This design comes from an exercise in tuning for small area, a short achievable clock period and few clock cycles on the open sky130 flow, not from production work.
Where RTL was checked, it was by simulation tests only, not by an equivalence proof against the original.
Only the layout flow was run in runs 1 and 2; the RTL was not checked for function there.
No activity file was given, so power comes from the tool's default toggle rates.

===== flow/config.mk =====
export PLATFORM = sky130hd
export DESIGN_NAME = ppm_p6_top
export DESIGN_NICKNAME = ppm_p6_top
export VERILOG_FILES = /design/flow/design.v
export SDC_FILE = /design/flow/constraint.sdc
export NUM_CORES = 4
export LEC_CHECK = 0
export CAP_MARGIN = 20
export CORE_MARGIN = 2
export CORE_UTILIZATION = 40
export PLACE_DENSITY = 0.6
export SETUP_SLACK_MARGIN = 2.8
export SLEW_MARGIN = 20

===== flow/constraint.sdc =====
create_clock -name core_clock -period 5.0 [get_ports {clk}]
set_input_delay 1.0000 -clock core_clock [delete_from_list [all_inputs] [get_ports {clk}]]
set_output_delay 1.0000 -clock core_clock [all_outputs]
set_load 0.01 [all_outputs]

===== flow/design.v =====
package ppm_p6_pkg;
    localparam logic [2:0] KIND_PIXEL        = 3'd0;
    localparam logic [2:0] KIND_HEADER       = 3'd1;
    localparam logic [2:0] KIND_FORMAT_ERROR = 3'd2;
    localparam logic [2:0] KIND_SIZE_ERROR   = 3'd3;
    localparam logic [2:0] KIND_TRUNCATED    = 3'd4;
    localparam logic [2:0] KIND_DONE         = 3'd5;
    localparam logic [1:0] PH_SKIP   = 2'd0;
    localparam logic [1:0] PH_TOKEN  = 2'd1;
    localparam logic [1:0] PH_PIXELS = 2'd2;
    localparam logic [1:0] PH_FIN    = 2'd3;
    localparam logic [1:0] MAGIC_NONE = 2'd0;
    localparam logic [1:0] MAGIC_P    = 2'd1;
    localparam logic [1:0] MAGIC_P6   = 2'd2;
    localparam logic [1:0] MAGIC_BAD  = 2'd3;
    localparam logic [7:0] CHAR_P     = 8'h50;
    localparam logic [7:0] CHAR_SIX   = 8'h36;
    localparam logic [7:0] CHAR_HASH  = 8'h23;
    localparam logic [7:0] CHAR_NL    = 8'h0A;
    localparam logic [7:0] CHAR_MINUS = 8'h2D;
    localparam logic [7:0] CHAR_PLUS  = 8'h2B;
endpackage
import ppm_p6_pkg::*;
module ppm_p6_stream_decoder
(
    input  logic        clk,
    input  logic        rst_n,
    input  logic        in_valid,
    output logic        in_stall,
    input  logic [7:0]  in_byte,
    input  logic        in_eos,
    output logic        out_valid,
    input  logic        out_stall,
    output logic [2:0]  out_kind,
    output logic [7:0]  out_red,
    output logic [7:0]  out_green,
    output logic [7:0]  out_blue,
    output logic [15:0] out_column,
    output logic [15:0] out_row,
    output logic [15:0] out_width,
    output logic [15:0] out_height,
    output logic        out_last,
    input  logic        cfg_write,
    input  logic        cfg_index,
    input  logic [15:0] cfg_data
);
    logic [15:0] max_width_reg;
    logic [15:0] max_height_reg;
    always_ff @(posedge clk or negedge rst_n)
    begin
        if (!rst_n)
        begin
            max_width_reg  <= 16'hFFFF;
            max_height_reg <= 16'hFFFF;
        end
        else if (cfg_write)
        begin
            if (cfg_index)
                max_height_reg <= cfg_data;
            else
                max_width_reg  <= cfg_data;
        end
    end
    logic        ir_v;
    logic [7:0]  ir_b;
    logic        ir_eos;
    logic        ir_sep;        
    logic        ir_hash;
    logic        ir_digit;
    logic        ir_ns;         
    logic        ir_res;        
    logic        ir_pix;        
    logic        ir_wbad;       
    logic        ir_hbad;
    logic        stall_reg;
    logic [1:0]  phase_reg;
    logic [1:0]  tok_reg;
    logic        comment_reg;
    logic [1:0]  magic_reg;
    logic        ovf_reg;
    logic        digit_reg;
    logic        neg_reg;
    logic        stop_reg;
    logic        fmt_bad_reg;
    logic        size_bad_reg;
    logic [15:0] width_reg;
    logic [15:0] height_reg;
    logic [1:0]  comp_reg;
    logic [7:0]  red_reg;
    logic [7:0]  green_reg;
    logic [15:0] col_reg;       
    logic [15:0] row_reg;
    logic        s_v;
    logic [2:0]  s_kind;
    logic        s_dbl;
    logic [23:0] s_rgb;
    logic        o_v;
    logic [2:0]  o_kind;
    logic        o_last;
    logic [23:0] o_rgb;
    logic [15:0] o_col;
    logic [15:0] o_row;
    logic [15:0] o_w;
    logic [15:0] o_h;
    logic [7:0]  c;
    logic        pen;
    logic        eos;
    logic        skip, tokp, pixp, fin;
    logic        t_char, t_first, t_close, t_sign;
    logic        c_start, c_end;
    logic        acc_digit, acc_clear;
    logic        hdr_close;
    logic        pix_out;
    logic        col_last, row_last;
    assign c    = ir_b;
    assign pen  = ir_v && !stall_reg;
    assign eos  = ir_eos;
    assign skip = (phase_reg == PH_SKIP);
    assign tokp = (phase_reg == PH_TOKEN);
    assign pixp = (phase_reg == PH_PIXELS);
    assign fin  = (phase_reg == PH_FIN);
    assign t_char    = !eos && !ir_sep && (tokp || (skip && !comment_reg));
    assign t_first   = t_char && skip;
    assign t_sign    = t_first && (c == CHAR_MINUS || c == CHAR_PLUS);
    assign t_close   = !eos && tokp && ir_sep;
    assign c_start   = !eos && skip && !comment_reg && ir_hash;
    assign c_end     = !eos && skip && comment_reg && (c == CHAR_NL);
    assign acc_digit = t_char && !t_sign && !stop_reg && ir_digit;
    assign acc_clear = eos || t_close;
    assign hdr_close = t_close && (tok_reg == 2'd3);
    assign pix_out   = !eos && pixp && (comp_reg == 2'd2);
    assign col_last = (col_reg + 16'd1 == width_reg);
    assign row_last = (row_reg + 16'd1 == height_reg);
    logic [15:0] acc_mul;
    logic        acc_big;
    assign acc_mul = (col_reg << 3) + (col_reg << 1) + {12'd0, c[3:0]};
    assign acc_big = (col_reg > 16'd6553) || (col_reg == 16'd6553 && c[3:0] > 4'd5);
    logic        hdr_fmt;
    logic        hdr_size;
    logic        hdr_good;
    assign hdr_fmt  = (magic_reg != MAGIC_P6) || fmt_bad_reg || !digit_reg || neg_reg ||
                      ovf_reg || (col_reg != 16'd255);
    assign hdr_size = size_bad_reg || ir_wbad || ir_hbad;
    assign hdr_good = !hdr_fmt && !hdr_size;
    logic [2:0]  r_kind;
    logic        r_dbl;
    always_comb
    begin
        r_dbl = 1'b0;
        if (pixp && !eos)
        begin
            r_kind = KIND_PIXEL;
            r_dbl  = col_last && row_last;
        end
        else if (pixp)
            r_kind = KIND_TRUNCATED;
        else if (hdr_fmt || (tok_reg != 2'd3) || skip)
            r_kind = KIND_FORMAT_ERROR;
        else if (hdr_size)
            r_kind = KIND_SIZE_ERROR;
        else
        begin
            r_kind = KIND_HEADER;
            r_dbl  = eos;
        end
    end
    logic [1:0]  phase_n;
    logic [1:0]  tok_n;
    logic [1:0]  comp_n;
    always_comb
    begin
        phase_n = phase_reg;
        if (eos)
            phase_n = PH_SKIP;
        else if (t_char)
            phase_n = PH_TOKEN;
        else if (t_close)
            phase_n = (tok_reg != 2'd3) ? PH_SKIP : (hdr_good ? PH_PIXELS : PH_FIN);
        else if (pix_out && col_last && row_last)
            phase_n = PH_FIN;
        tok_n = tok_reg;
        if (eos)
            tok_n = 2'd0;
        else if (t_close && tok_reg != 2'd3)
            tok_n = tok_reg + 2'd1;
        comp_n = comp_reg;
        if (eos)
            comp_n = 2'd0;
        else if (hdr_close)
            comp_n = {1'b0, ir_hash};
        else if (pixp)
            comp_n = (comp_reg == 2'd2) ? 2'd0 : comp_reg + 2'd1;
    end
    logic        tokp_d;
    logic [1:0]  tok_d;
    logic        comp2_d;
    logic        in_sep, in_hash, in_digit;
    logic        ns_new, res_new, pix_new;
    assign tokp_d  = pen ? t_char || (tokp && !eos && !ir_sep) : tokp;
    assign tok_d   = pen ? tok_n : tok_reg;
    assign comp2_d = pen ? (pixp && !eos && comp_reg == 2'd1) : (comp_reg == 2'd2);
    assign in_hash = (in_byte == CHAR_HASH);
    assign in_sep  = (in_byte == 8'h20) || (in_byte >= 8'h09 && in_byte <= 8'h0D) || in_hash;
    assign in_digit = (in_byte[7:4] == 4'h3) && (in_byte[3:0] <= 4'd9);
    assign pix_new = !in_eos && comp2_d;
    assign ns_new  = in_eos || (tokp_d && in_sep) || comp2_d;
    assign res_new = pix_new || (!in_eos && tokp_d && in_sep && tok_d == 2'd3);
    logic        r_put;
    logic        take;
    logic        o_free;
    logic        o_en;
    logic        s_v_n;
    logic        o_v_n;
    logic        s_pix;
    logic        e_pix;
    logic        e_hdr;
    logic        adv;
    logic [2:0]  e_kind;
    logic        e_dbl;
    logic [23:0] e_rgb;
    assign r_put  = pen && (ir_res || (eos && !fin));
    assign take   = o_v && !out_stall;
    assign o_free = !o_v || (take && o_last);
    assign o_en   = !o_v || !out_stall;
    assign s_pix  = (s_kind == KIND_PIXEL);
    assign e_kind = s_v ? s_kind : r_kind;
    assign e_dbl  = s_v ? s_dbl  : r_dbl;
    assign e_rgb  = s_v ? s_rgb  : (ir_pix ? {red_reg, green_reg, c} : 24'd0);
    assign e_pix  = s_v ? s_pix  : ir_pix;
    assign e_hdr  = (e_kind == KIND_HEADER);
    assign adv    = o_free && (s_v ? s_pix : (pen && ir_pix));
    assign s_v_n  = (s_v || r_put) && !o_free;
    assign o_v_n  = o_free ? (s_v || r_put) : 1'b1;
    logic in_fire;
    logic ir_v_n;
    logic ns_d;
    assign in_fire = in_valid && !stall_reg;
    assign ir_v_n  = in_fire || (ir_v && !pen);
    assign ns_d    = in_fire ? ns_new : ir_ns;
    always_ff @(posedge clk or negedge rst_n)
    begin
        if (!rst_n)
        begin
            ir_v      <= 1'b0;
            stall_reg <= 1'b0;
            s_v       <= 1'b0;
            o_v       <= 1'b0;
        end
        else
        begin
            ir_v      <= ir_v_n;
            stall_reg <= ir_v_n && ns_d && s_v_n;
            s_v       <= s_v_n;
            o_v       <= o_v_n;
        end
    end
    always_ff @(posedge clk)
    begin
        if (!stall_reg)
        begin
            ir_b     <= in_byte;
            ir_eos   <= in_eos;
            ir_sep   <= in_sep;
            ir_hash  <= in_hash;
            ir_digit <= in_digit;
            ir_ns    <= ns_new;
            ir_res   <= res_new;
            ir_pix   <= pix_new;
            ir_wbad  <= (width_reg == 16'd0) || (width_reg > max_width_reg);
            ir_hbad  <= (height_reg == 16'd0) || (height_reg > max_height_reg);
        end
        if (r_put)
        begin
            s_kind <= r_kind;
            s_dbl  <= r_dbl;
            s_rgb  <= ir_pix ? {red_reg, green_reg, c} : 24'd0;
        end
        if (o_en)
        begin
            if (o_v && !o_last)
            begin
                o_kind <= (o_kind == KIND_PIXEL) ? KIND_DONE : KIND_TRUNCATED;
                o_last <= 1'b1;
                o_rgb  <= 24'd0;
                o_col  <= 16'd0;
                o_row  <= 16'd0;
                o_w    <= 16'd0;
                o_h    <= 16'd0;
            end
            else
            begin
                o_kind <= e_kind;
                o_last <= !e_dbl;
                o_rgb  <= e_rgb;
                o_col  <= e_pix ? col_reg : 16'd0;
                o_row  <= e_pix ? row_reg : 16'd0;
                o_w    <= e_hdr ? width_reg  : 16'd0;
                o_h    <= e_hdr ? height_reg : 16'd0;
            end
        end
    end
    always_ff @(posedge clk or negedge rst_n)
    begin
        if (!rst_n)
        begin
            phase_reg    <= PH_SKIP;
            tok_reg      <= 2'd0;
            comment_reg  <= 1'b0;
            magic_reg    <= MAGIC_NONE;
            col_reg      <= 16'd0;
            ovf_reg      <= 1'b0;
            digit_reg    <= 1'b0;
            neg_reg      <= 1'b0;
            stop_reg     <= 1'b0;
            fmt_bad_reg  <= 1'b0;
            size_bad_reg <= 1'b0;
            comp_reg     <= 2'd0;
        end
        else
        begin
            if (pen)
            begin
                phase_reg <= phase_n;
                tok_reg   <= tok_n;
                comp_reg  <= comp_n;
                if (eos)
                    comment_reg <= 1'b0;
                else if (c_start)
                    comment_reg <= 1'b1;
                else if (c_end)
                    comment_reg <= 1'b0;
                else if (t_close && tok_reg != 2'd3)
                    comment_reg <= ir_hash;
                if (eos)
                    magic_reg <= MAGIC_NONE;
                else if (t_char && tok_reg == 2'd0)
                    magic_reg <= t_first ? ((c == CHAR_P) ? MAGIC_P : MAGIC_BAD)
                                         : ((magic_reg == MAGIC_P && c == CHAR_SIX) ? MAGIC_P6 : MAGIC_BAD);
                if (acc_clear)
                begin
                    ovf_reg   <= 1'b0;
                    digit_reg <= 1'b0;
                    neg_reg   <= 1'b0;
                    stop_reg  <= 1'b0;
                end
                else if (t_char)
                begin
                    if (acc_digit)
                    begin
                        ovf_reg   <= ovf_reg || acc_big;
                        digit_reg <= 1'b1;
                    end
                    if (t_first && c == CHAR_MINUS)
                        neg_reg <= 1'b1;
                    if (!t_sign && !ir_digit)
                        stop_reg <= 1'b1;
                end
                if (eos)
                begin
                    fmt_bad_reg  <= 1'b0;
                    size_bad_reg <= 1'b0;
                end
                else if (t_close && (tok_reg == 2'd1 || tok_reg == 2'd2))
                begin
                    if (!digit_reg)
                        fmt_bad_reg <= 1'b1;
                    if (neg_reg || ovf_reg)
                        size_bad_reg <= 1'b1;
                end
            end
            if (pen && acc_clear)
                col_reg <= 16'd0;
            else if (pen && acc_digit)
                col_reg <= acc_mul;
            else if (adv)
                col_reg <= col_last ? 16'd0 : col_reg + 16'd1;
        end
    end
    always_ff @(posedge clk)
    begin
        if (pen && t_close && tok_reg == 2'd1)
            width_reg <= col_reg;
        if (pen && t_close && tok_reg == 2'd2)
            height_reg <= col_reg;
        if (pen && ((pixp && comp_reg == 2'd0) || (hdr_close && ir_hash)))
            red_reg <= c;
        if (pen && pixp && comp_reg == 2'd1)
            green_reg <= c;
        if (pen && hdr_close)
            row_reg <= 16'd0;
        else if (adv && col_last)
            row_reg <= row_reg + 16'd1;
    end
    assign in_stall   = stall_reg;
    assign out_valid  = o_v;
    assign out_kind   = o_kind;
    assign out_red    = o_rgb[23:16];
    assign out_green  = o_rgb[15:8];
    assign out_blue   = o_rgb[7:0];
    assign out_column = o_col;
    assign out_row    = o_row;
    assign out_width  = o_w;
    assign out_height = o_h;
    assign out_last   = o_last;
endmodule
module ppm_p6_top
(
    input  logic        clk,
    input  logic        rst_n,
    input  logic        in_valid,
    output logic        in_stall,
    input  logic [7:0]  in_byte,
    input  logic        in_eos,
    output logic        out_valid,
    input  logic        out_stall,
    output logic [2:0]  out_kind,
    output logic [7:0]  out_red,
    output logic [7:0]  out_green,
    output logic [7:0]  out_blue,
    output logic [15:0] out_column,
    output logic [15:0] out_row,
    output logic [15:0] out_width,
    output logic [15:0] out_height,
    output logic        out_last,
    input  logic        cfg_write,
    input  logic        cfg_index,
    input  logic [15:0] cfg_data
);
    ppm_p6_stream_decoder u_dec (
        .clk        (clk),
        .rst_n      (rst_n),
        .in_valid   (in_valid),
        .in_stall   (in_stall),
        .in_byte    (in_byte),
        .in_eos     (in_eos),
        .out_valid  (out_valid),
        .out_stall  (out_stall),
        .out_kind   (out_kind),
        .out_red    (out_red),
        .out_green  (out_green),
        .out_blue   (out_blue),
        .out_column (out_column),
        .out_row    (out_row),
        .out_width  (out_width),
        .out_height (out_height),
        .out_last   (out_last),
        .cfg_write  (cfg_write),
        .cfg_index  (cfg_index),
        .cfg_data   (cfg_data)
    );
endmodule

===== flow/run.sh =====
#!/bin/bash
# synth_recipe.tcl (not shown) runs the flow's synth.tcl, then flattens the netlist and writes it again
# the make line also repeats each setting of config.mk as NAME=value (left out here)
make -C /OpenROAD-flow-scripts/flow DESIGN_CONFIG=/design/flow/config.mk WORK_HOME=/design/flow/orfs CLKGATE_MAP_FILE= SYNTH_SCRIPT=/design/flow/synth_recipe.tcl finish

==> out/results.tsv, run 1 <==
metric	value	unit
Die Area	36000	um2
maximum VDD drop	0.000268	V
max_slew headroom	32.9	%
Cell Pwr Density	326	nW/um2
post-DP HPWL	26.4	mm
setup TNS	0	ps
Non-Filler Instances	1923	
CP most frequent cell	buf_6	
top cells by area, synth	edfxtp_1 (40%), dfrtp_1 (6.3%), dfstp_2 (6.1%), ha_1 (6.0%), and2_1 (3.9%)	
CTS tree	yes	
Worst Path Arrival	3430	ps
Tcrit/Tclk final	59.3	%
synthesis-to-layout area growth	30.4	%
cell taking the most area after synthesis	edfxtp_1	
WS Path Type	reg -> reg	
Post-synth EDFFs	185	
slowest stage delay, CP	450	ps
unique cell type count in the Yosys netlist	79	
Max Clk Rate	337	MHz
Bufs and invs on worst path	3	
Ys Warns	1	
clk slew on worst S/H paths	60	ps
Tot GR Track Use	21.8	%
Die W	190	um
Mapped Cells	1221	
total number of vias	10604	
register bit total from synthesis	268	
Detailed Route WL	39.7	mm
largest fanout on the critical path	7	
max cap viols	0	
Initial Utilization	40.2	%
I/O pins	125	
metal2 WL	18.5	mm
vias in the first global route	10406	
met1 wire length	17.7	mm
fill count	2945	
pin count of the biggest net entering global routing	61	
DRC viols	0	
Post-Syn Nets	1320	
Worst Tran Pin Value	1000	ps
Tmin final	2960	ps
Data required, critical path	5470	ps
worst-path cell chain	buf_6 -> buf_6 -> nand4_1 -> buf_6 -> nor4_4 -> o211ai_1 -> nor4b_4 -> nand4_4 -> o21ai_4 -> o21ai_1 -> a221o_1	
DRT Pass-1 Iters	6	
CP startpoint kind	flip-flop	
Std-Cell Rows	68	
sequential-to-total area share from yosys stat	55.0	%
clk sinks	268	
CP max-delay cell	dfrtp_2	
Async SR Flop Fraction	25.0	%
clk buf depth	3	
I/O Buffers	124	
Post-Syn Area	13800	um2
number of H-tree levels	1	
Core Box Area	34300	um2
Final #Nets	1544	
vias per inst	5.51	
Hold Vio Cnt, Final	0	
Slew Limit Fails	0	
status	complete, no violations	
worst clock skew	31.4	ps
antenna viol nets, final	0	
Avg Inst Size Synth	11.3	um2
RSZ-0062 raised after global routing	true	
clock latency (worst-skew pair)	590	ps
CTS Hold Bufs	0	
CTS Root Buffer Type	clkbuf_16	
final number of setup-violating endpoints	0	
max layer used	met4	
Met3 Wirelength	2.24	mm
Worst path top cell family by delay	simple AND/OR/NAND/NOR gates	
number of CTS-inserted buffers	30	
Hold Crit Class	reg -> reg	
ant diodes	0	
RD Place Congestion	0.886	
dpl cells	1766	
WL/cell	20.6	um
Leak	7.16	nW
hold slack	491	ps
fin area	18000	um2
Initial DRC Count	785	
Primary FF master, synth	edfxtp_1	
first-pass GRT wire length	61.1	mm
layout cells sized above 1	30.5	%
Yosys top cell area share	40.3	%
Placement Cell Area	15800	um2
Setup crit end kind	flip-flop	
die height	190	um
Top Registers	u_dec.o_rgb: 24 flops, u_dec.s_rgb: 24 flops	
GRT Residual Overflow	0	
initial antenna violation count	0	
==> metrics by stage <==
stage | worst slack, ps | utilization [%] | power [mW]
6_report | 2040 | 52.5 | 5.87
3_3_place_gp | 1560 | 46.0 | 3.55
3_5_place_dp | 1500 | 46.0 | 3.57
5_1_grt | 1950 | 52.5 | 6.09
4_1_cts | 2100 | 51.6 | 5.86
2_1_floorplan | 2170 | - | 3.18
==> cell usage after synthesis (12+ instances only) <==
cell type / instances
edfxtp_1: 185
nor2_1: 94
and2_1: 85
nand2_1: 74
ha_1: 66
o21ai_0: 62
inv_1: 58
clkbuf_1: 40
xnor2_1: 38
a21oi_1: 37
nor3_1: 36
dfrtp_1: 35
dfstp_2: 32
mux2i_1: 31
nor4_1: 30
nand4_1: 29
nand3_1: 26
xor2_1: 23
mux2_2: 18
dfxtp_1: 16
nor2b_1: 15
and3_1: 14
or3_1: 12
==> worst paths after layout <==
kind                             startpoint  slack [ps]  cells past startpoint                       to
min in group asynchronous             rst_n         860                      1  u_dec.max_height_reg[9]
setup reg to reg           u_dec.col_reg[0]        2040                     11         u_dec.col_reg[3]
hold / removal               u_dec.stop_reg         490                      1           u_dec.stop_reg
setup / recovery           u_dec.col_reg[0]        2040                     11         u_dec.col_reg[3]
hold reg to reg              u_dec.stop_reg         490                      1           u_dec.stop_reg
max in group asynchronous             rst_n        3470                      2        u_dec.col_reg[12]
==> per-layer routing <==
metal / vias up / GRT usage (%)
li1: 4956 / -
met1: 5188 / 30.4
met2: 369 / 35.5
met5: - / 0
met3: 91 / 2.67
met4: 0 / 7.01
==> cell usage in the layout, fill, tap and decap left out, types with 9 or more instances in the layout <==
master / synthesis / layout
a21o_1: 11 / 11
a21oi_1: 37 / 30
and2_1: 85 / 82
and3_1: 14 / 11
buf_2: 9 / 61
buf_4: 0 / 89
buf_6: 0 / 23
clkbuf_16: 0 / 30
clkbuf_2: 0 / 16
clkdlybuf4s15_1: 0 / 17
clkdlybuf4s50_1: 0 / 24
dfrtp_1: 35 / 17
dfrtp_2: 0 / 14
dfstp_2: 32 / 32
dfxtp_1: 16 / 13
edfxtp_1: 185 / 185
ha_1: 66 / 60
inv_1: 58 / 54
mux2_2: 18 / 18
mux2i_1: 31 / 31
nand2_1: 74 / 69
nand3_1: 26 / 24
nand4_1: 29 / 29
nor2_1: 94 / 85
nor2b_1: 15 / 10
nor3_1: 36 / 29
nor4_1: 30 / 14
nor4_4: 0 / 12
o211ai_1: 9 / 9
o21ai_0: 62 / 39
o21ai_1: 5 / 19
o21ai_2: 1 / 9
xnor2_1: 38 / 37
xor2_1: 23 / 23
==> cell type report <==
cell class | count | area (um2) | area share, %
clock inverters | 19 | 226 | 1.26
flip-flops and latches | 268 | 7630 | 42.4
inverters | 58 | 223 | 1.24
multi-input cells | 845 | 6650 | 37.0
repair buffers | 242 | 1910 | 10.6
well taps | 455 | 569 | 3.16
clock buffers | 36 | 783 | 4.35
==> what timing repair did <==
item,CTS,global route
cloned,2,0
endpoints found under the hold margin,0,0
pin swaps,53,56
endpoints found under the setup margin,311,166
setup buffers,77,23
gates resized for setup,412,107
==> kinds of logic (layout without fill, tap and decap cells) <==
logic type               Yosys count  count (layout)  synth area share, %
AO/OA/AOI/OAI                    195             196                 9.25
XOR/XNOR                          61              61                 3.87
adder cells (fa/ha/maj)           68              68                 6.27
buffers and inverters            110             355                 3.07
flip-flops                       268             268                 55.0
multiplexers                      49              49                 3.72
AND/OR/NAND/NOR                  470             471                 18.8
==> power by group <==
part | switching [mW] | leakage (nW) | internal (mW)
Sequential | 0.107 | 2.80 | 2.59
Clock | 0.919 | 0.485 | 1.33
Combinational | 0.520 | 3.87 | 0.400
==> run 2, diff against run 1 <==
--- a/flow/design.v
+++ b/flow/design.v
@@ -129,8 +129,6 @@
     assign acc_clear = eos || t_close;
     assign hdr_close = t_close && (tok_reg == 2'd3);
     assign pix_out   = !eos && pixp && (comp_reg == 2'd2);
-    assign col_last = (col_reg + 16'd1 == width_reg);
-    assign row_last = (row_reg + 16'd1 == height_reg);
     logic [15:0] acc_mul;
     logic        acc_big;
     assign acc_mul = (col_reg << 3) + (col_reg << 1) + {12'd0, c[3:0]};
@@ -234,9 +232,11 @@
     logic in_fire;
     logic ir_v_n;
     logic ns_d;
+    logic pix_d;
     assign in_fire = in_valid && !stall_reg;
     assign ir_v_n  = in_fire || (ir_v && !pen);
     assign ns_d    = in_fire ? ns_new : ir_ns;
+    assign pix_d   = in_fire ? pix_new : ir_pix;
     always_ff @(posedge clk or negedge rst_n)
     begin
         if (!rst_n)
@@ -249,7 +249,7 @@
         else
         begin
             ir_v      <= ir_v_n;
-            stall_reg <= ir_v_n && ns_d && s_v_n;
+            stall_reg <= ir_v_n && ((ns_d && s_v_n) || (pix_d && s_v));
             s_v       <= s_v_n;
             o_v       <= o_v_n;
         end
@@ -386,6 +386,8 @@
             red_reg <= c;
         if (pen && pixp && comp_reg == 2'd1)
             green_reg <= c;
+        col_last <= (col_reg + 16'd1 == width_reg);
+        row_last <= (row_reg + 16'd1 == height_reg);
         if (pen && hdr_close)
             row_reg <= 16'd0;
         else if (adv && col_last)
==> run 2 against run 1 <==
  * Area after synthesis about the same
  * Via count shrank 2.6%
  * Count of clock-buffer cells in the layout decreased by 4
  * Still clean
  * Sequential power increased by 4%
  * Clock power shrank 4%
==> out/results.tsv, run 2 <==
metric	value	unit
Tmin final	2530	ps
post-DP HPWL	24.9	mm
Cell Pwr Density	348	nW/um2
Die W	190	um
clk slew on worst S/H paths	60	ps
sequential group share of total power	44.8	%
top cells by area, synth	edfxtp_1 (40%), dfrtp_1 (6.3%), dfstp_2 (6.1%), ha_1 (6.0%), and2_1 (4.1%)	
status	complete, no violations	
combinational power share	20.6	%
count leader, synth	edfxtp_1	
dpl cells	1747	
Ys Warns	1	
number of H-tree levels	1	
Power Internal	4.52	mW
Data required, critical path	5440	ps
Yosys top cell area share	40.2	%
Worst Path Arrival	2960	ps
largest fanout on the critical path	3	
Slew Limit Fails	0	
Non-Filler Instances	1889	
Mapped Cells	1211	
max_slew headroom	39.2	%
initial antenna violation count	0	
max cap viols	0	
Max Clk Rate	396	MHz
Detailed Route WL	38.8	mm
clk sinks	270	
WS Path Type	reg -> reg	
Tcrit/Tclk final	50.5	%
pin count of the biggest net entering global routing	58	
Placement Cell Area	15700	um2
CTS Root Buffer Type	clkbuf_16	
sequential-to-total area share from yosys stat	55.3	%
Post-Syn Nets	1310	
I/O pins	125	
PnR Total Power	6.27	mW
DRT Pass-1 Iters	7	
Post-Syn Area	13800	um2
most common cell after layout, fill and taps aside	edfxtp_1	
CTS tree	yes	
Async SR Flop Fraction	24.8	%
Initial Utilization	40.3	%
Core Box Area	34300	um2
RSZ-0062 raised after global routing	true	
Leak	7.26	nW
I/O Buffers	124	
final number of setup-violating endpoints	0	
WL/cell	20.5	um
Die Area	36000	um2
CTS Hold Bufs	0	
multi-input logic area	6640	um2
die height	190	um
Post-synth EDFFs	185	
Hold Vio Cnt, Final	0	
RD Place Congestion	0.848	
layout cells sized above 1	26.2	%
Initial DRC Count	820	
clock share of power	34.6	%
Setup crit end kind	flip-flop	
sw frac	27.9	%
vias in the first global route	10011	
cell taking the most area after synthesis	edfxtp_1	
GRT Residual Overflow	0	
DRC viols	0	
fill count	2954	
number of CTS-inserted buffers	28	
vias per inst	5.47	
clk buf depth	3	
Avg Inst Size Synth	11.4	um2
commonest non-fill, non-tap cells in the layout	edfxtp_1 (185), nor2_1 (85), and2_1 (84)	
final setup margin	2470	ps
register bit total from synthesis	270	
Storage cell area	7680	um2
Tot GR Track Use	21.0	%
fin area	18000	um2
CP startpoint kind	flip-flop	
first-pass GRT wire length	59.1	mm
antenna viol nets, final	0	
Net Switching	1.75	mW
unique cell type count in the Yosys netlist	83	
Final #Nets	1512	
total number of vias	10329	
clock latency (worst-skew pair)	540	ps
Hold Crit Class	reg -> reg	
pre-CTS setup slack	1670	ps
Worst Tran Pin Value	910	ps
worst clock skew	13.7	ps
Primary FF master, synth	edfxtp_1	
ant diodes	0	
setup TNS	0	ps
Synth top cells by count	edfxtp_1 (185), and2_1 (90), nor2_1 (89)	
Top Registers	u_dec.o_rgb: 24 flops, u_dec.s_rgb: 24 flops	
maximum VDD drop	0.000270	V
Std-Cell Rows	68	
synthesis-to-layout area growth	30.5	%
[run 2: cell types whose count changed after synthesis, sizes merged, moves of 8 or more]
cell   delta
o21ai    -11
nand4    -15
xnor2    +11
buf       +8
nand2    -16
a31oi     +8
xor2     -10
a21oi    +19
[run 2: kinds of logic after synthesis]
| logic type | synth area share, % |
|---|---|
| and+or+nand+nor | 17.2 |
| DFF | 55.3 |
| AOI/OAI and AO/OA | 10.1 |
| buffers and inverters | 3.43 |
| adders and majority gates | 6.27 |
| xor gates and xnor gates | 4.10 |
| muxes | 3.71 |
[run 2: final cells by class]
class | count | share of cell area [%]
clock buffer | 32 | 4.21
clock inverter | 19 | 1.08
inverter | 62 | 1.29
multi-input combinational | 828 | 36.8
sequential | 270 | 42.6
tap | 455 | 3.16
timing repair buffer | 223 | 10.8
[run 2: metal layers]
layer | GRT usage, % | wire length, um | part of all wire, %
met1 | 29.1 | 17100 | 44
met2 | 35.0 | 18600 | 48
met3 | 2.60 | 2150 | 5.5
met4 | 5.31 | 873 | 2.3
met5 | 0 | 0 | 0
[run 2: path summary, 6_finish.rpt]
path,start,endpoint,slack (ps),depth (start not counted)
worst max-delay path,u_dec.col_reg[0],u_dec.col_reg[14],2470,8
worst min-delay path,u_dec.max_width_reg[3],u_dec.max_width_reg[3],510,2
worst max register to register,u_dec.col_reg[0],u_dec.col_reg[14],2470,8
worst min register to register,u_dec.max_width_reg[3],u_dec.max_width_reg[3],510,2
max in group asynchronous,rst_n,u_dec.col_reg[4],3420,2
min in group asynchronous,rst_n,u_dec.max_height_reg[10],910,1
[run 2: worst max-delay path, cell delays in order, from the launching register on]
cell,delay (ps)
dfrtp_2,440
fa_2,500
fa_2,390
a211oi_4,250
nor3_2,70
a211oi_2,250
a311oi_2,150
xnor2_1,160
a211oi_1,200
[run 2: power groups by stage]
stage | clock, mW | combinational, mW | sequential (mW)
after global placement | 0 | 1.03 | 2.89
after detailed placement | 0 | 1.04 | 2.90
after CTS | 2.20 | 1.15 | 2.82
final | 2.17 | 1.29 | 2.81
after floorplan | 0 | 0.588 | 2.85
after global routing | 2.29 | 1.40 | 2.83
[run 2: timing repair]
item,in CTS,in global routing
buffers inserted,59,27
gates resized for setup,274,133
endpoints found under the setup margin,271,103
gates cloned,3,2
pin swaps,44,49
[run 2: metrics by stage]
step                util (%)  hold WS, ps
global placement        45.7          497
finish                  52.6          505
global route            52.6          527
floorplan                  -          440
CTS                     50.7          510
detailed placement      45.7          500
==> run 3, diff against run 2 <==
--- a/flow/design.v
+++ b/flow/design.v
@@ -131,7 +131,10 @@
     assign pix_out   = !eos && pixp && (comp_reg == 2'd2);
     logic [15:0] acc_mul;
     logic        acc_big;
-    assign acc_mul = (col_reg << 3) + (col_reg << 1) + {12'd0, c[3:0]};
+    logic [15:0] acc_sum;
+    assign acc_sum = {col_reg[14:0], 1'b1} +
+                     {col_reg[12:0], c[2] | c[3], c[1] | c[3], c[3]};
+    assign acc_mul = {acc_sum[15:1], c[0]};
     assign acc_big = (col_reg > 16'd6553) || (col_reg == 16'd6553 && c[3:0] > 4'd5);
     logic        hdr_fmt;
     logic        hdr_size;
--- a/flow/config.mk
+++ b/flow/config.mk
@@ -9,5 +9,5 @@
 export CORE_MARGIN = 2
 export CORE_UTILIZATION = 40
 export PLACE_DENSITY = 0.6
-export SETUP_SLACK_MARGIN = 2.8
+export SETUP_SLACK_MARGIN = 3.2
 export SLEW_MARGIN = 20
==> run 3 against run 2 <==
  * Synthesized cell count down 2.5%
  * Maximum frequency is 12% higher
  * Clock power is essentially flat
  * Area after synthesis shrank 1.6%
  * Cell count increased by 3.4%
  * Sequential share of layout area shrank 1.9 points
  * Via count up 3.1%
  * Sequential power is 5% higher
  * Power increased by 8.1%
  * Critical path depth rose by 1
  * Highest routed layer unchanged
  * Critical path type unchanged
  * Non-clock buffer count is 97 higher
  * Combinational power up 29%
==> out/results.tsv, run 3 <==
metric	value	unit
status	complete, no violations	
Avg Inst Size Synth	11.5	um2
WL/cell	20.9	um
Die Area	35500	um2
Post-Route Utilization	56.4	%
count leader, synth	edfxtp_1	
CTS tree	yes	
ant diodes	0	
Std-Cell Rows	67	
most common cell after layout, fill and taps aside	edfxtp_1	
clk buf depth	3	
register bit total from synthesis	270	
synthesis-to-layout area growth	39.2	%
Worst Path Arrival	2680	ps
Slew Limit Fails	0	
hold wc startpoint	u_dec.max_width_reg[7]	
Worst Tran Pin Value	1000	ps
die height	188	um
dpl cells	1703	
clk sinks	270	
Post-Syn Area	13600	um2
antenna viol nets, final	0	
number of cells on the critical path	9	
worst r2r path cells	9	
Tcrit/Tclk final	45.0	%
top cells by area, synth	edfxtp_1 (41%), dfrtp_1 (6.4%), dfstp_2 (6.2%), ha_1 (5.0%), and2_1 (4.2%)	
Tot GR Track Use	21.7	%
sequential-to-total area share from yosys stat	56.1	%
total number of vias	10651	
I/O Buffers	124	
CP Launch Point	u_dec.col_reg[15]	
Hold Vio Cnt, Final	0	
Async SR Flop Fraction	24.8	%
largest fanout on the critical path	6	
WS Path Type	reg -> reg	
Initial Utilization	40.5	%
RD Place Congestion	0.842	
hold slack	512	ps
Hold Crit Class	reg -> reg	
Top Registers	u_dec.o_rgb: 24 flops, u_dec.s_rgb: 24 flops	
worst clock skew	16.1	ps
DRT Pass-1 Iters	5	
maximum VDD drop	0.000241	V
Tmin final	2250	ps
Primary FF master, synth	edfxtp_1	
vias in the first global route	10502	
Post-synth EDFFs	185	
Bufs and invs on worst path	3	
final number of setup-violating endpoints	0	
Max Clk Rate	444	MHz
layout cells sized above 1	44.6	%
setup slack, reg-to-reg	2750	ps
Worst path top cell family by delay	simple AND/OR/NAND/NOR gates	
max_slew headroom	33.2	%
end of the critical path	u_dec.o_w[10]	
Post-Syn Nets	1266	
CP max-delay cell	dfrtp_2	
Initial DRC Count	823	
CP most frequent cell	buf_6	
slowest stage delay, CP	440	ps
Ys Warns	1	
Synth top cells by count	edfxtp_1 (185), and2_1 (92), nor2_1 (89)	
FF-to-FF Start	u_dec.col_reg[15]	
pin count of the biggest net entering global routing	93	
Data required, critical path	5430	ps
Setup crit end kind	flip-flop	
Cell Pwr Density	358	nW/um2
Core Box Area	33500	um2
Leak	7.54	nW
max cap viols	0	
commonest non-fill, non-tap cells in the layout	edfxtp_1 (185), buf_4 (133), buf_2 (96)	
clock latency (worst-skew pair)	550	ps
DRC viols	0	
CTS Root Buffer Type	clkbuf_16	
Mapped Cells	1181	
GRT Residual Overflow	0	
Non-Filler Instances	1954	
cell taking the most area after synthesis	edfxtp_1	
first-pass GRT wire length	60.1	mm
initial antenna violation count	1	
unique cell type count in the Yosys netlist	87	
Die W	188	um
post-DP HPWL	23.4	mm
setup TNS	0	ps
Detailed Route WL	40.8	mm
vias per inst	5.45	
worst-path cell chain	nor4_4 -> nand4_1 -> buf_6 -> nor4_4 -> o31ai_4 -> buf_6 -> nor3_4 -> buf_6 -> and2_4	
Final #Nets	1569	
number of CTS-inserted buffers	29	
clk slew on worst S/H paths	60	ps
number of H-tree levels	1	
I/O pins	125	
Reg2Reg Capture Point	u_dec.o_w[10]	
CP startpoint kind	flip-flop	
Yosys top cell area share	40.9	%
RSZ-0062 raised after global routing	true	
[run 3: changes by cell type after synthesis, sizes merged, moves of 9 or more]
| cell | delta |
|---|---|
| ha | -12 |
| inv | -9 |
| nand2 | +13 |
| nand3 | -11 |
| nor3 | -14 |
| xor2 | +17 |
[run 3: worst min-delay path: cells and delay by family (launching register included)]
kind                   cells  cell delay, ps
flip-flops                 1             360
AO/OA/AOI/OAI              1              80
buffers and inverters      1              60
[run 3: per-layer routing]
layer | track usage [%] | vias up | wire [um] | share of wire [%]
met3 | 3.43 | 102 | 2430 | 5.9
met1 | 29.1 | 5236 | 17500 | 43
met5 | 0 | - | 0 | 0
met2 | 35.6 | 373 | 19400 | 47
li1 | - | 4940 | - | -
met4 | 8.38 | 0 | 1480 | 3.6
[run 3: cell families after synthesis]
logic type      after synthesis  synth area share (%)
mux                          43                  3.32
flops                       270                  56.1
compound gates              214                  10.0
buf+inv                     107                  3.41
fa+ha+maj                    54                  4.97
simple gates                416                  17.1
xor+xnor                     77                  4.96
[run 3: worst min-delay path by stage]
stage,end,depth (start not counted)
5_1_grt,u_dec.max_width_reg[5],2
3_5_place_dp,u_dec.max_width_reg[11],2
4_1_cts,u_dec.max_width_reg[11],2
6_report,u_dec.max_width_reg[7],2
2_1_floorplan,u_dec.height_reg[14],0
3_3_place_gp,u_dec.stop_reg,2
[run 3: final cells by class]
| class | count | area [um2] |
|---|---|---|
| Tap cell | 448 | 561 |
| Sequential cell | 270 | 7700 |
| Multi-Input combinational cell | 810 | 6910 |
| Timing Repair Buffer | 320 | 2600 |
| Clock buffer | 35 | 768 |
| Clock inverter | 18 | 184 |
| Fill cell | 2774 | 14600 |
| Inverter | 53 | 203 |
[run 3: timing repair]
item | 4_1_cts | 5_1_grt
cloned | 7 | 5
pin swaps | 55 | 77
gates resized for setup | 576 | 143
setup endpoints to repair | 401 | 322
hold buffers | 0 | 0
endpoints found under the hold margin | 0 | 0
buffers inserted | 123 | 63
[run 3: where the power goes]
group          internal (mW)  switching (mW)  total [mW]
clock network           1.25           0.907        2.16
logic                  0.751           0.912        1.66
registers               2.79           0.164        2.95
total                   4.79            1.98        6.77
[run 3: through the flow]
stage	setup WS, ps	power [mW]	area, um2
floorplan	2790	3.69	14100
global placement	1340	4.25	15600
detailed placement	1340	4.28	15600
CTS	2750	6.59	17800
global route	2640	7.05	18900
finish	2750	6.77	18900
Testbench counts of run 3, summed over its fixed seeds: cycles 66,959.
==> run 4, diff against run 3 <==
--- a/flow/config.mk
+++ b/flow/config.mk
@@ -9,5 +9,5 @@
 export CORE_MARGIN = 2
 export CORE_UTILIZATION = 40
 export PLACE_DENSITY = 0.6
-export SETUP_SLACK_MARGIN = 3.2
+export SETUP_SLACK_MARGIN = 2.5
 export SLEW_MARGIN = 20
==> run 4 against run 3 <==
  * Critical path depth shrank 1
  * Register-to-register slack lost 230 ps
  * Via count shrank 10%
  * Critical path type unchanged
==> out/results.tsv, run 4 <==
metric	value	unit
Final #Nets	1399	
initial antenna violation count	0	
Reg2Reg Capture Point	u_dec.o_w[1]	
Worst Path Arrival	2790	ps
Post-Syn Nets	1266	
Std-Cell Rows	67	
Post-Synth Adder-Cell Area	4.97	%
Async SR Flop Fraction	24.8	%
worst clock skew	12.9	ps
FF-to-FF Start	u_dec.col_reg[10]	
RSZ-0062 raised after global routing	true	
Synth Area in XOR/XNOR	4.96	%
vias in the first global route	9338	
Tot GR Track Use	18.9	%
Power Internal	4.77	mW
Yosys top cell area share	40.9	%
combinational power share	19.4	%
Worst Tran Pin Value	877	ps
count leader, synth	edfxtp_1	
Synth Area in Simple Gates	17.1	%
total number of vias	9589	
setup slack, reg-to-reg	2510	ps
Data required, critical path	5310	ps
Die W	188	um
status	complete, no violations	
vias per inst	5.37	
Primary FF master, synth	edfxtp_1	
register bit total from synthesis	270	
Synth Area in Compound Gates	10.0	%
Post-Syn Area	13600	um2
antenna viol nets, final	0	
WS Path Type	reg -> reg	
hold slack	501	ps
top cells by area, synth	edfxtp_1 (41%), dfrtp_1 (6.4%), dfstp_2 (6.2%), ha_1 (5.0%), and2_1 (4.2%)	
CTS tree	yes	
Slew Limit Fails	0	
worst hold path stage count	2	
maximum VDD drop	0.000257	V
number of CTS-inserted buffers	30	
Post-synth EDFFs	185	
setup TNS	0	ps
RD Place Congestion	0.915	
most common cell after layout, fill and taps aside	edfxtp_1	
clk buf depth	3	
cell taking the most area after synthesis	edfxtp_1	
Die Area	35500	um2
CTS Root Buffer Type	clkbuf_16	
Net Switching	1.74	mW
Hold Vio Cnt, Final	0	
clock latency (worst-skew pair)	560	ps
DRT Pass-1 Iters	5	
final number of setup-violating endpoints	0	
die height	188	um
Synth top cells by count	edfxtp_1 (185), and2_1 (92), nor2_1 (89)	
post-DP HPWL	23.3	mm
Tcrit/Tclk final	49.7	%
Setup crit end kind	flip-flop	
unique cell type count in the Yosys netlist	87	
Detailed Route WL	33.8	mm
DRC viols	0	
Top Registers	u_dec.o_rgb: 24 flops, u_dec.s_rgb: 24 flops	
Hold Crit Class	reg -> reg	
synthesis-to-layout area growth	22.5	%
sequential-to-total area share from yosys stat	56.1	%
number of H-tree levels	1	
GRT Residual Overflow	0	
clock share of power	35.2	%
layout cells sized above 1	16.2	%
Worst Hold Path EP	u_dec.row_reg[1]	
Cell Pwr Density	391	nW/um2
ant diodes	0	
Leak	6.27	nW
pin count of the biggest net entering global routing	44	
hold wc startpoint	u_dec.row_reg[1]	
largest fanout on the critical path	15	
CTS Hold Bufs	0	
Ys Warns	1	
Max Clk Rate	402	MHz
Tmin final	2490	ps
sequential group share of total power	45.4	%
I/O pins	125	
worst r2r path cells	8	
main combinational cell family by area after synthesis	simple AND/OR/NAND/NOR gates	
commonest non-fill, non-tap cells in the layout	edfxtp_1 (185), clkdlybuf4s50_1 (109), and2_1 (91)	
sw frac	26.7	%
WL/cell	18.9	um
first-pass GRT wire length	53.0	mm
fill count	3038	
mux share of post-synthesis cell area	3.32	%
Initial Utilization	40.5	%
max cap viols	0	
max_slew headroom	41.4	%
clk sinks	270	
Mapped Cells	1181	
Initial DRC Count	701	
CP startpoint kind	flip-flop	
clk slew on worst S/H paths	60	ps
I/O Buffers	124	
Core Box Area	33500	um2
Avg Inst Size Synth	11.5	um2
## run 4: changes by cell type in the layout (fill, tap and decap cells not counted), sizes merged, moves of 4 or more
cell / previous run / this run
dlygate4sd2: 0 / 9
clkdlybuf4s50: 22 / 109
clkbuf: 39 / 35
buf: 293 / 32
dlymetal6s2s: 1 / 5
## run 4: cells by family after synthesis
| kind of cell | Yosys count |
|---|---|
| multiplexers | 43 |
| XOR/XNOR | 77 |
| buffers and inverters | 107 |
| adder cells (fa/ha/maj) | 54 |
| flip-flops | 270 |
| AO/OA/AOI/OAI | 214 |
| AND/OR/NAND/NOR | 416 |
## run 4: worst max-delay path, cell delays in order (launching register included)
cell and delay, ps:
dfrtp_1 710, nor2_1 80, nand4_1 200, buf_4 160, nor4_4 40, o31ai_2 570, nor3_4 90, buf_6 190
and2_1 180
## run 4: power groups by stage
stage               registers (mW)  logic [mW]  clock network (mW)
global placement              3.03        1.16                   0
floorplan                     3.03       0.594                   0
detailed placement            3.03        1.18                   0
CTS                           2.96        1.24                2.34
global route                  3.00        1.38                2.43
finish                        2.96        1.26                2.29
## run 4: timing repair
item,CTS,global route
setup buffers,13,7
pin swaps,9,9
cloned,0,1
endpoints found under the setup margin,81,64
resized for setup,45,36
## run 4: final cells by class
cell class | instances | area, um2 | area share, %
inverters | 53 | 199 | 1.19
multi-input cells | 804 | 5730 | 34.4
well taps | 448 | 561 | 3.37
repair buffers | 155 | 1480 | 8.87
clock buffers | 35 | 791 | 4.75
flip-flops and latches | 270 | 7660 | 46.0
clock inverters | 21 | 241 | 1.45
## run 4: how the worst max path moves through the flow
| stage | start | end | slack [ps] | depth (start not counted) |
|---|---|---|---|---|
| finish | u_dec.col_reg[10] | u_dec.o_w[1] | 2510 | 8 |
| detailed placement | out_stall | u_dec.col_reg[7] | 1330 | 6 |
| global placement | out_stall | u_dec.col_reg[7] | 1380 | 6 |
| global route | u_dec.col_reg[10] | u_dec.o_w[8] | 2440 | 8 |
| CTS | in_byte[0] | u_dec.stall_reg | 2500 | 7 |
| floorplan | u_dec.stall_reg | u_dec.s_dbl | 2540 | 3 |
## run 4: routing by layer
layer,share of wire [%],up-vias,GRT usage (%)
li1,-,4598,-
met1,46,4655,27.1
met2,47,274,30.2
met3,4.8,62,2.18
met4,2.6,0,5.86
met5,0,-,0
## run 4: through the flow
| step | setup slack [ps] | utilization [%] | power (mW) | cell area, um2 | instances |
|---|---|---|---|---|---|
| CTS | 2500 | 49.1 | 6.54 | 16500 | 1778 |
| floorplan | 2540 | - | 3.63 | 13600 | 1181 |
| global placement | 1380 | 45.4 | 4.19 | 15200 | 1708 |
| global route | 2440 | 49.7 | 6.81 | 16700 | 1786 |
| detailed placement | 1330 | 45.4 | 4.21 | 15200 | 1709 |
| finish | 2510 | 49.7 | 6.51 | 16700 | 1786 |
==> run 5, diff against run 4 <==
--- a/flow/config.mk
+++ b/flow/config.mk
@@ -9,5 +9,5 @@
 export CORE_MARGIN = 2
 export CORE_UTILIZATION = 40
 export PLACE_DENSITY = 0.6
-export SETUP_SLACK_MARGIN = 2.5
+export SETUP_SLACK_MARGIN = 2.8
 export SLEW_MARGIN = 20
==> run 5 against run 4 <==
  * Register-to-register slack improved by 230 ps
  * Worst setup slack improved by 230 ps
  * Clock power decreased by 7%
  * Power decreased by 0.41%
  * Design area increased by 6.0%
  * Synthesized cell count unchanged
  * Count of clock-buffer cells in the layout increased by 3
  * Maximum frequency increased by 10%
  * Clock skew decreased by 5.0 ps
  * Sequential share of layout area decreased by 2.5 points
  * Largest cell class unchanged
  * Largest power group unchanged
==> out/results.tsv, run 5 <==
metric	value	unit
DRT Pass-1 Iters	5	
Async SR Flop Fraction	24.8	%
Yosys top cell area share	40.9	%
vias in the first global route	9673	
worst clock skew	7.90	ps
Tot GR Track Use	19.7	%
initial antenna violation count	0	
I/O pins	125	
Tmin final	2260	ps
CP startpoint kind	flip-flop	
worst-path cell chain	or2_4 -> ha_4 -> o211ai_1 -> o211ai_1 -> buf_4 -> nand4_1 -> a41oi_2 -> xnor2_1 -> o22ai_1	
Die Area	35500	um2
Setup crit end kind	flip-flop	
Initial DRC Count	785	
sequential-to-total area share from yosys stat	56.1	%
worst r2r path cells	9	
Power Internal	4.67	mW
sw frac	27.9	%
Reg2Reg Capture Point	u_dec.col_reg[13]	
largest fanout on the critical path	3	
combinational power share	21.4	%
pin count of the biggest net entering global routing	76	
number of CTS-inserted buffers	28	
setup slack, reg-to-reg	2740	ps
maximum VDD drop	0.000228	V
Post-Syn Area	13600	um2
Post-synth EDFFs	185	
CTS tree	yes	
Ys Warns	1	
Hold Vio Cnt, Final	0	
vias per inst	5.38	
RSZ-0062 raised after global routing	true	
Worst Path Arrival	2680	ps
Final #Nets	1489	
clk sinks	270	
first-pass GRT wire length	55.2	mm
Leak	6.87	nW
clk buf depth	3	
Post-Syn Nets	1266	
Placement Cell Area	15300	um2
WL/cell	19.5	um
die height	188	um
Data required, critical path	5420	ps
FF-to-FF Start	u_dec.ir_b[2]	
Worst Tran Pin Value	928	ps
clock latency (worst-skew pair)	550	ps
slowest stage delay, CP	430	ps
setup TNS	0	ps
Top Registers	u_dec.o_rgb: 24 flops, u_dec.s_rgb: 24 flops	
Avg Inst Size Synth	11.5	um2
CTS Root Buffer Type	clkbuf_16	
post-DP HPWL	23.3	mm
commonest non-fill, non-tap cells in the layout	edfxtp_1 (185), buf_4 (104), nor2_1 (86)	
Net Switching	1.81	mW
end of the critical path	u_dec.col_reg[13]	
PnR Total Power	6.48	mW
top cells by area, synth	edfxtp_1 (41%), dfrtp_1 (6.4%), dfstp_2 (6.2%), ha_1 (5.0%), and2_1 (4.2%)	
ant diodes	0	
DRC viols	0	
Mapped Cells	1181	
layout cells sized above 1	28.8	%
hold wc startpoint	u_dec.max_width_reg[10]	
unique cell type count in the Yosys netlist	87	
Synth top cells by count	edfxtp_1 (185), and2_1 (92), nor2_1 (89)	
synthesis-to-layout area growth	29.9	%
sequential group share of total power	45.5	%
total number of vias	10085	
max_slew headroom	38.1	%
RD Place Congestion	0.919	
Tcrit/Tclk final	45.2	%
status	complete, no violations	
Hold Crit Class	reg -> reg	
antenna viol nets, final	0	
clock share of power	33.0	%
Detailed Route WL	36.6	mm
Slew Limit Fails	0	
CP max-delay cell	edfxtp_1	
Initial Utilization	40.5	%
clk slew on worst S/H paths	70	ps
fin area	17700	um2
Cell Pwr Density	367	nW/um2
number of H-tree levels	1	
max cap viols	0	
cell taking the most area after synthesis	edfxtp_1	
most common cell after layout, fill and taps aside	edfxtp_1	
Primary FF master, synth	edfxtp_1	
CP Launch Point	u_dec.ir_b[2]	
WS Path Type	reg -> reg	
CTS Hold Bufs	0	
register bit total from synthesis	270	
Max Clk Rate	443	MHz
I/O Buffers	124	
GRT Residual Overflow	0	
count leader, synth	edfxtp_1	
CP most frequent cell	o211ai_1	
Die W	188	um
final number of setup-violating endpoints	0	
Core Box Area	33500	um2
Std-Cell Rows	67	
==> run 5: layout make-up <==
| class | count | area (um2) |
|---|---|---|
| tap | 448 | 561 |
| sequential | 270 | 7680 |
| timing repair buffer | 245 | 2100 |
| inverter | 53 | 199 |
| fill | 2926 | 15900 |
| clock buffer | 38 | 790 |
| multi-input combinational | 806 | 6180 |
| clock inverter | 14 | 158 |
==> run 5: critical path: cells and delay by family, from the launching register on <==
kind / cells / cell delay, ps
flops: 1 / 430
buf+inv: 1 / 180
simple gates: 2 / 420
compound gates: 4 / 660
fa+ha+maj: 1 / 280
xor+xnor: 1 / 160
==> run 5: through the flow <==
step | utilization (%) | hold slack (ps) | std cells | worst slack, ps
after floorplan | - | 440 | 1181 | 2770
after global placement | 45.7 | 493 | 1709 | 1800
after detailed placement | 45.7 | 499 | 1709 | 1820
after CTS | 50.4 | 503 | 1818 | 2680
after global routing | 52.7 | 523 | 1874 | 2650
final | 52.7 | 507 | 1874 | 2740
==> run 5: routing by layer <==
| layer | GRT usage, % | vias to the layer above | part of all wire (%) |
|---|---|---|---|
| met5 | 0 | - | 0 |
| met4 | 5.44 | 0 | 2.0 |
| met3 | 2.74 | 63 | 5.4 |
| met2 | 32.3 | 323 | 48 |
| met1 | 27.4 | 4925 | 45 |
| li1 | - | 4774 | - |
==> run 5: power groups by stage <==
stage	clock network [mW]	registers [mW]	logic (mW)
6_report	2.14	2.95	1.39
5_1_grt	2.27	2.98	1.51
4_1_cts	2.19	2.95	1.28
3_5_place_dp	0	3.04	1.20
3_3_place_gp	0	3.04	1.18
2_1_floorplan	0	3.03	0.611
==> run 5: timing repair <==
action	4_1_cts	5_1_grt
endpoints found under the setup margin	241	123
pin swaps	13	45
resized for setup	297	126
gates cloned	1	5
setup buffers	56	51
==> run 5: logic make-up (layout without fill, tap and decap cells) <==
logic type | Yosys count | after routing | share of synthesized area (%)
AND/OR/NAND/NOR | 416 | 418 | 17.1
flip-flops | 270 | 270 | 56.1
AO/OA/AOI/OAI | 214 | 214 | 10.0
buffers and inverters | 107 | 350 | 3.41
XOR/XNOR | 77 | 77 | 4.96
adder cells (fa/ha/maj) | 54 | 54 | 4.97
multiplexers | 43 | 43 | 3.32
==> run 5: how the worst min path moves through the flow <==
stage | to | slack [ps] | cells after the start
floorplan | u_dec.height_reg[14] | 440 | 0
CTS | u_dec.row_reg[1] | 500 | 2
finish | u_dec.max_width_reg[10] | 510 | 2
global route | u_dec.row_reg[1] | 520 | 2
detailed placement | u_dec.max_width_reg[10] | 500 | 2
global placement | u_dec.stop_reg | 490 | 2
==> run 6, diff against run 5 <==
--- a/flow/config.mk
+++ b/flow/config.mk
@@ -7,7 +7,7 @@
 export LEC_CHECK = 0
 export CAP_MARGIN = 20
 export CORE_MARGIN = 2
-export CORE_UTILIZATION = 40
-export PLACE_DENSITY = 0.6
-export SETUP_SLACK_MARGIN = 2.8
+export CORE_UTILIZATION = 55
+export PLACE_DENSITY = 0.7
+export SETUP_SLACK_MARGIN = 2.9
 export SLEW_MARGIN = 20
==> run 6 against run 5 <==
  * Still clean on timing, DRC and antenna
  * Clock power rose by 5%
  * Register-to-register slack worse by 90 ps
  * First-iteration DRC count rose by 4.2%
  * Count of clock-buffer cells in the layout up 4
  * Die area fell by 27%
  * Area after synthesis stayed put
  * Design area fell by 0.60%
  * Clock skew up 2.1 ps
  * Non-clock buffer count is 12 higher
  * Critical path depth stayed put
  * Global-route usage rose by 6.8 points
  * Wire length down 3.2%
  * Critical path type unchanged
  * Highest routed layer unchanged
==> out/results.tsv, run 6 <==
metric	value	unit
Worst Tran Pin Value	867	ps
Hold Crit Class	reg -> reg	
largest fanout on the critical path	8	
unique cell type count in the Yosys netlist	87	
initial antenna violation count	0	
Data required, critical path	5410	ps
status	complete, no violations	
Detailed Route WL	35.4	mm
FF-to-FF Start	u_dec.col_reg[12]	
top cells by area, synth	edfxtp_1 (41%), dfrtp_1 (6.4%), dfstp_2 (6.2%), ha_1 (5.0%), and2_1 (4.2%)	
Initial Utilization	55.9	%
first-pass GRT wire length	54.1	mm
ant diodes	0	
cell taking the most area after synthesis	edfxtp_1	
Ys Warns	1	
CTS tree	yes	
Tmin final	2340	ps
Tcrit/Tclk final	46.9	%
CP startpoint kind	flip-flop	
Worst Path Arrival	2750	ps
Primary FF master, synth	edfxtp_1	
vias per inst	5.82	
setup TNS	0	ps
die height	161	um
Initial DRC Count	818	
CTS Hold Bufs	0	
maximum VDD drop	0.000267	V
Post-Syn Area	13600	um2
synthesis-to-layout area growth	29.2	%
Reg2Reg Capture Point	u_dec.o_w[6]	
WS Path Type	reg -> reg	
worst r2r path cells	9	
end of the critical path	u_dec.o_w[6]	
RSZ-0062 raised after global routing	true	
Async SR Flop Fraction	24.8	%
register bit total from synthesis	270	
CP max-delay cell	dfrtp_4	
Leak	7.00	nW
Avg Inst Size Synth	11.5	um2
hold slack	505	ps
Bufs and invs on worst path	3	
WL/cell	20.1	um
clock latency (worst-skew pair)	530	ps
Placement Cell Area	15300	um2
commonest non-fill, non-tap cells in the layout	edfxtp_1 (185), buf_4 (116), buf_2 (97)	
number of H-tree levels	1	
max cap viols	0	
CP most frequent cell	buf_6	
GRT Residual Overflow	0	
I/O pins	125	
count leader, synth	edfxtp_1	
Top Registers	u_dec.o_rgb: 24 flops, u_dec.s_rgb: 24 flops	
Final #Nets	1502	
Post-Syn Nets	1266	
max_slew headroom	42.1	%
Slew Limit Fails	0	
most common cell after layout, fill and taps aside	edfxtp_1	
I/O Buffers	124	
clk sinks	270	
post-DP HPWL	21.7	mm
worst-path cell chain	nor4b_4 -> nand4_1 -> buf_6 -> nor4_4 -> o31ai_4 -> nor3_4 -> buf_6 -> buf_8 -> and2_4	
DRC viols	0	
Max Clk Rate	426	MHz
vias in the first global route	9715	
pin count of the biggest net entering global routing	36	
Setup crit end kind	flip-flop	
setup slack, reg-to-reg	2660	ps
sequential-to-total area share from yosys stat	56.1	%
worst clock skew	10.0	ps
Cell Pwr Density	374	nW/um2
number of cells on the critical path	9	
clk slew on worst S/H paths	60	ps
RD Place Congestion	0.908	
final number of setup-violating endpoints	0	
Std-Cell Rows	57	
antenna viol nets, final	0	
Synth top cells by count	edfxtp_1 (185), and2_1 (92), nor2_1 (89)	
Tot GR Track Use	26.5	%
clk buf depth	3	
Die Area	26000	um2
layout cells sized above 1	35.6	%
Yosys top cell area share	40.9	%
CTS Root Buffer Type	clkbuf_16	
DRT Pass-1 Iters	5	
number of CTS-inserted buffers	29	
Worst path top cell family by delay	simple AND/OR/NAND/NOR gates	
Die W	161	um
CP Launch Point	u_dec.col_reg[12]	
fin area	17600	um2
Mapped Cells	1181	
Hold Vio Cnt, Final	0	
Core Box Area	24300	um2
total number of vias	10258	
Post-synth EDFFs	185	
slowest stage delay, CP	510	ps
-- run 6: metrics by stage --
| stage | setup WS (ps) | cells | total power, mW | util (%) |
|---|---|---|---|---|
| floorplan | 2760 | 1181 | 3.66 | - |
| CTS | 2720 | 1729 | 6.47 | 69.8 |
| global placement | 1810 | 1585 | 4.20 | 62.7 |
| global route | 2570 | 1763 | 6.83 | 72.2 |
| finish | 2660 | 1763 | 6.56 | 72.2 |
| detailed placement | 1820 | 1585 | 4.22 | 62.7 |
-- run 6: logic make-up after synthesis --
family                     count (synthesis)  synth area share [%]
adders and majority gates                 54                  4.97
xor gates and xnor gates                  77                  4.96
buffers and inverters                    107                  3.41
and+or+nand+nor                          416                  17.1
DFF                                      270                  56.1
AOI/OAI and AO/OA                        214                  10.0
muxes                                     43                  3.32
-- run 6: cell type report --
type / instances / area, um2
Sequential cell: 270 / 7690
Fill cell: 1665 / 6760
Multi-Input combinational cell: 806 / 6390
Timing Repair Buffer: 257 / 1850
Clock buffer: 42 / 878
Tap cell: 324 / 405
Inverter: 53 / 199
Clock inverter: 11 / 138
-- run 6: repair_timing --
item	4_1_cts	5_1_grt
cloned	4	0
setup buffers	87	34
gates resized for setup	521	70
setup endpoints to repair	322	151
pin swaps	43	41
-- run 6: where the power goes --
| group | switching [mW] | internal, mW |
|---|---|---|
| Clock | 0.865 | 1.37 |
| Combinational | 0.785 | 0.603 |
| Sequential | 0.158 | 2.78 |
| Total | 1.81 | 4.76 |
-- run 6: worst min path at each step --
stage | cells after the start | slack [ps] | endpoint | start
finish | 2 | 510 | u_dec.max_width_reg[3] | u_dec.max_width_reg[3]
CTS | 2 | 510 | u_dec.max_width_reg[3] | u_dec.max_width_reg[3]
floorplan | 0 | 440 | u_dec.height_reg[14] | u_dec.col_reg[14]
global placement | 1 | 480 | u_dec.magic_reg[1] | u_dec.magic_reg[1]
detailed placement | 1 | 490 | u_dec.magic_reg[1] | u_dec.magic_reg[1]
global route | 2 | 540 | u_dec.max_width_reg[5] | u_dec.max_width_reg[5]
-- run 6: per-layer routing --
metal	GRT usage, %	vias up	routed length (um)
met2	42.5	433	16700
met4	9.38	0	1230
li1	-	4791	-
met5	0	-	0
met1	37.5	4936	15400
met3	3.34	98	2110
-- run 6: worst min-delay path: stages (launching register included) --
cell and delay, ps:
dfstp_2 360, inv_1 60, o21ai_0 80
==> run 7, diff against run 6 <==
==> flow/flow/run.sh (new file) <==
#!/bin/bash
# Layout flow: the standard synthesis unchanged, then the standard ORFS layout
# with the port buffers built from buf_4 cells instead of delay cells, and the
# timing repair free to change a cell's footprint.
set -euo pipefail
bash standard.sh synth > synth.log 2>&1
bash standard.sh "BUFFER_PORTS_ARGS=-buffer_cell sky130_fd_sc_hd__buf_4" MATCH_CELL_FOOTPRINT=0 finish > layout.log 2>&1
==> flow/standard.sh (new file) <==
#!/bin/bash
# synth_recipe.tcl (not shown) runs the flow's synth.tcl, then flattens the netlist and writes it again
# the make line also repeats each setting of config.mk as NAME=value (left out here)
make -C /OpenROAD-flow-scripts/flow DESIGN_CONFIG=/design/flow/config.mk WORK_HOME=/design/flow/orfs CLKGATE_MAP_FILE= SYNTH_SCRIPT=/design/flow/synth_recipe.tcl "${@:-finish}"
--- a/flow/config.mk
+++ b/flow/config.mk
@@ -7,7 +7,7 @@
 export LEC_CHECK = 0
 export CAP_MARGIN = 20
 export CORE_MARGIN = 2
-export CORE_UTILIZATION = 55
-export PLACE_DENSITY = 0.7
-export SETUP_SLACK_MARGIN = 2.9
+export CORE_UTILIZATION = 40
+export PLACE_DENSITY = 0.6
+export SETUP_SLACK_MARGIN = 2.8
 export SLEW_MARGIN = 20
removed: flow/run.sh
==> run 7 against run 6 <==
  * Still clean on timing, DRC and antenna
  * Non-clock buffer count decreased by 38
  * Via count fell by 1.6%
  * Hold slack better by 9.2 ps
  * Sequential share of layout area rose by 0.71 points
  * Sequential power about the same
  * Maximum frequency decreased by 2.9%
  * Power is essentially flat
  * Global-route usage decreased by 6.4 points
  * Count of clock-buffer cells in the layout fell by 8
  * Core utilization down 21 points
  * Design area decreased by 1.5%
  * Critical path type unchanged
==> out/results.tsv, run 7 <==
metric	value	unit
status	complete, no violations	
GRT Residual Overflow	0	
WS Path Type	reg -> reg	
maximum VDD drop	0.000225	V
CTS tree	yes	
dpl cells	1707	
Initial Utilization	40.5	%
Tot GR Track Use	20.1	%
sequential-to-total area share from yosys stat	56.1	%
total number of vias	10093	
Post-Syn Nets	1266	
Avg Inst Size Synth	11.5	um2
max_slew headroom	33.0	%
Slew Limit Fails	0	
Reg2Reg Capture Point	u_dec.o_w[7]	
Non-Filler Instances	1848	
Bufs and invs on worst path	3	
slowest stage delay, CP	500	ps
RSZ-0062 raised after global routing	true	
ant diodes	0	
clk sinks	270	
Worst Tran Pin Value	1000	ps
initial antenna violation count	0	
clk buf depth	3	
Worst Path Arrival	2830	ps
I/O pins	125	
Data required, critical path	5420	ps
WL/cell	19.7	um
RD Place Congestion	0.858	
Mapped Cells	1181	
vias in the first global route	9880	
Detailed Route WL	36.4	mm
I/O Buffers	124	
layout cells sized above 1	32.4	%
fill count	2953	
register bit total from synthesis	270	
post-DP HPWL	23.6	mm
Max Clk Rate	414	MHz
Top Registers	u_dec.o_rgb: 24 flops, u_dec.s_rgb: 24 flops	
clock latency (worst-skew pair)	550	ps
DRT Pass-1 Iters	5	
CP Launch Point	u_dec.col_reg[12]	
Die W	188	um
unique cell type count in the Yosys netlist	87	
most common cell after layout, fill and taps aside	buf_4	
first-pass GRT wire length	56.6	mm
Synth top cells by count	edfxtp_1 (185), and2_1 (92), nor2_1 (89)	
max cap viols	0	
top cells by area, synth	edfxtp_1 (41%), dfrtp_1 (6.4%), dfstp_2 (6.2%), ha_1 (5.0%), and2_1 (4.2%)	
CTS Root Buffer Type	clkbuf_16	
Post-Syn Area	13600	um2
antenna viol nets, final	0	
number of H-tree levels	1	
Initial DRC Count	738	
Hold Crit Class	reg -> reg	
Post-synth EDFFs	185	
Primary FF master, synth	edfxtp_1	
largest fanout on the critical path	14	
worst clock skew	10.3	ps
CP startpoint kind	flip-flop	
Tmin final	2420	ps
worst-path cell chain	nor4b_4 -> nand4_1 -> buf_4 -> nor4_4 -> o31ai_4 -> nor3_2 -> buf_4 -> buf_12 -> and2_1	
setup TNS	0	ps
CP max-delay cell	dfrtp_4	
Die Area	35500	um2
Tcrit/Tclk final	48.3	%
DRC viols	0	
Cell Pwr Density	380	nW/um2
Std-Cell Rows	67	
Yosys top cell area share	40.9	%
Final #Nets	1463	
==> run 7: cell types whose count changed in the layout (fill, tap and decap cells not counted), sizes merged <==
cell | previous run | this run
bufinv | 3 | 5
and4b | 3 | 2
nand2 | 71 | 72
clkinvlp | 4 | 2
clkdlybuf4s50 | 23 | 0
clkbuf | 44 | 35
buf | 231 | 218
dlygate4sd2 | 1 | 0
clkinv | 4 | 11
==> run 7: worst min path at each step <==
stage | start | endpoint | slack, ps | cells past startpoint
6_report | u_dec.max_width_reg[14] | u_dec.max_width_reg[14] | 510 | 2
3_3_place_gp | u_dec.stop_reg | u_dec.stop_reg | 500 | 2
4_1_cts | u_dec.row_reg[1] | u_dec.row_reg[1] | 510 | 2
5_1_grt | u_dec.magic_reg[1] | u_dec.magic_reg[1] | 530 | 1
2_1_floorplan | u_dec.col_reg[14] | u_dec.height_reg[14] | 440 | 0
3_5_place_dp | u_dec.magic_reg[1] | u_dec.magic_reg[1] | 500 | 1
==> run 7: kinds of logic after synthesis <==
kind of cell | after synthesis | share of synthesized area (%)
AO/OA/AOI/OAI | 214 | 10.0
XOR/XNOR | 77 | 4.96
adder cells (fa/ha/maj) | 54 | 4.97
flip-flops | 270 | 56.1
AND/OR/NAND/NOR | 416 | 17.1
buffers and inverters | 107 | 3.41
multiplexers | 43 | 3.32
==> run 7: timing repair <==
| action | CTS | global route |
|---|---|---|
| setup buffers | 43 | 43 |
| cloned | 1 | 2 |
| pin swaps | 15 | 33 |
| resized for setup | 85 | 62 |
| endpoints found under the setup margin | 139 | 113 |
==> run 7: final cells by class <==
cell class                 instances  area (um2)  area share, %
clock buffer                      34         776           4.49
clock inverter                    18         214           1.24
inverter                          53         199           1.15
multi-input combinational        806        6120           35.4
sequential                       270        7700           44.5
tap                              448         561           3.24
timing repair buffer             219        1730           9.99
==> run 7: metrics by stage <==
stage / util [%] / setup WS, ps / power, mW / cell area [um2] / hold WS, ps
final: 51.6 / 2580 / 6.57 / 17300 / 514
after global routing: 51.6 / 2470 / 6.84 / 17300 / 534
after CTS: 49.7 / 2550 / 6.52 / 16700 / 506
after detailed placement: 44.7 / 1760 / 4.16 / 15000 / 501
after global placement: 44.7 / 1750 / 4.14 / 15000 / 496
after floorplan: - / 2770 / 3.64 / 13700 / 440
==> run 7: worst register-to-register path, stage by stage, from the launching register on <==
cell     delay [ps]
dfrtp_4         500
nor4b_4         300
nand4_1         110
buf_4           170
nor4_4          310
o31ai_4         170
nor3_2          280
buf_4           170
buf_12          130
and2_1          140
==> run 7: routing by layer <==
| metal | track usage [%] | vias up | part of all wire, % | wire [um] |
|---|---|---|---|---|
| li1 | - | 4719 | - | - |
| met1 | 27.6 | 4943 | 44 | 16100 |
| met4 | 6.34 | 0 | 3.5 | 1270 |
| met5 | 0 | - | 0 | 0 |
| met2 | 33.1 | 346 | 47 | 17100 |
| met3 | 2.72 | 85 | 5.2 | 1910 |
==> run 7: power by group <==
group / internal [mW] / switching [mW]
Clock: 1.36 / 0.887
Combinational: 0.624 / 0.730
Sequential: 2.79 / 0.184
Total: 4.77 / 1.80

Check on run 7: ideal ports give 2.584 ns setup slack; a clkbuf_16 on the clock port and buf_2 on the inputs give 2.584 ns; moving port delays by the midpoint clock arrival (0.587 ns) as well gives 2.391 ns.
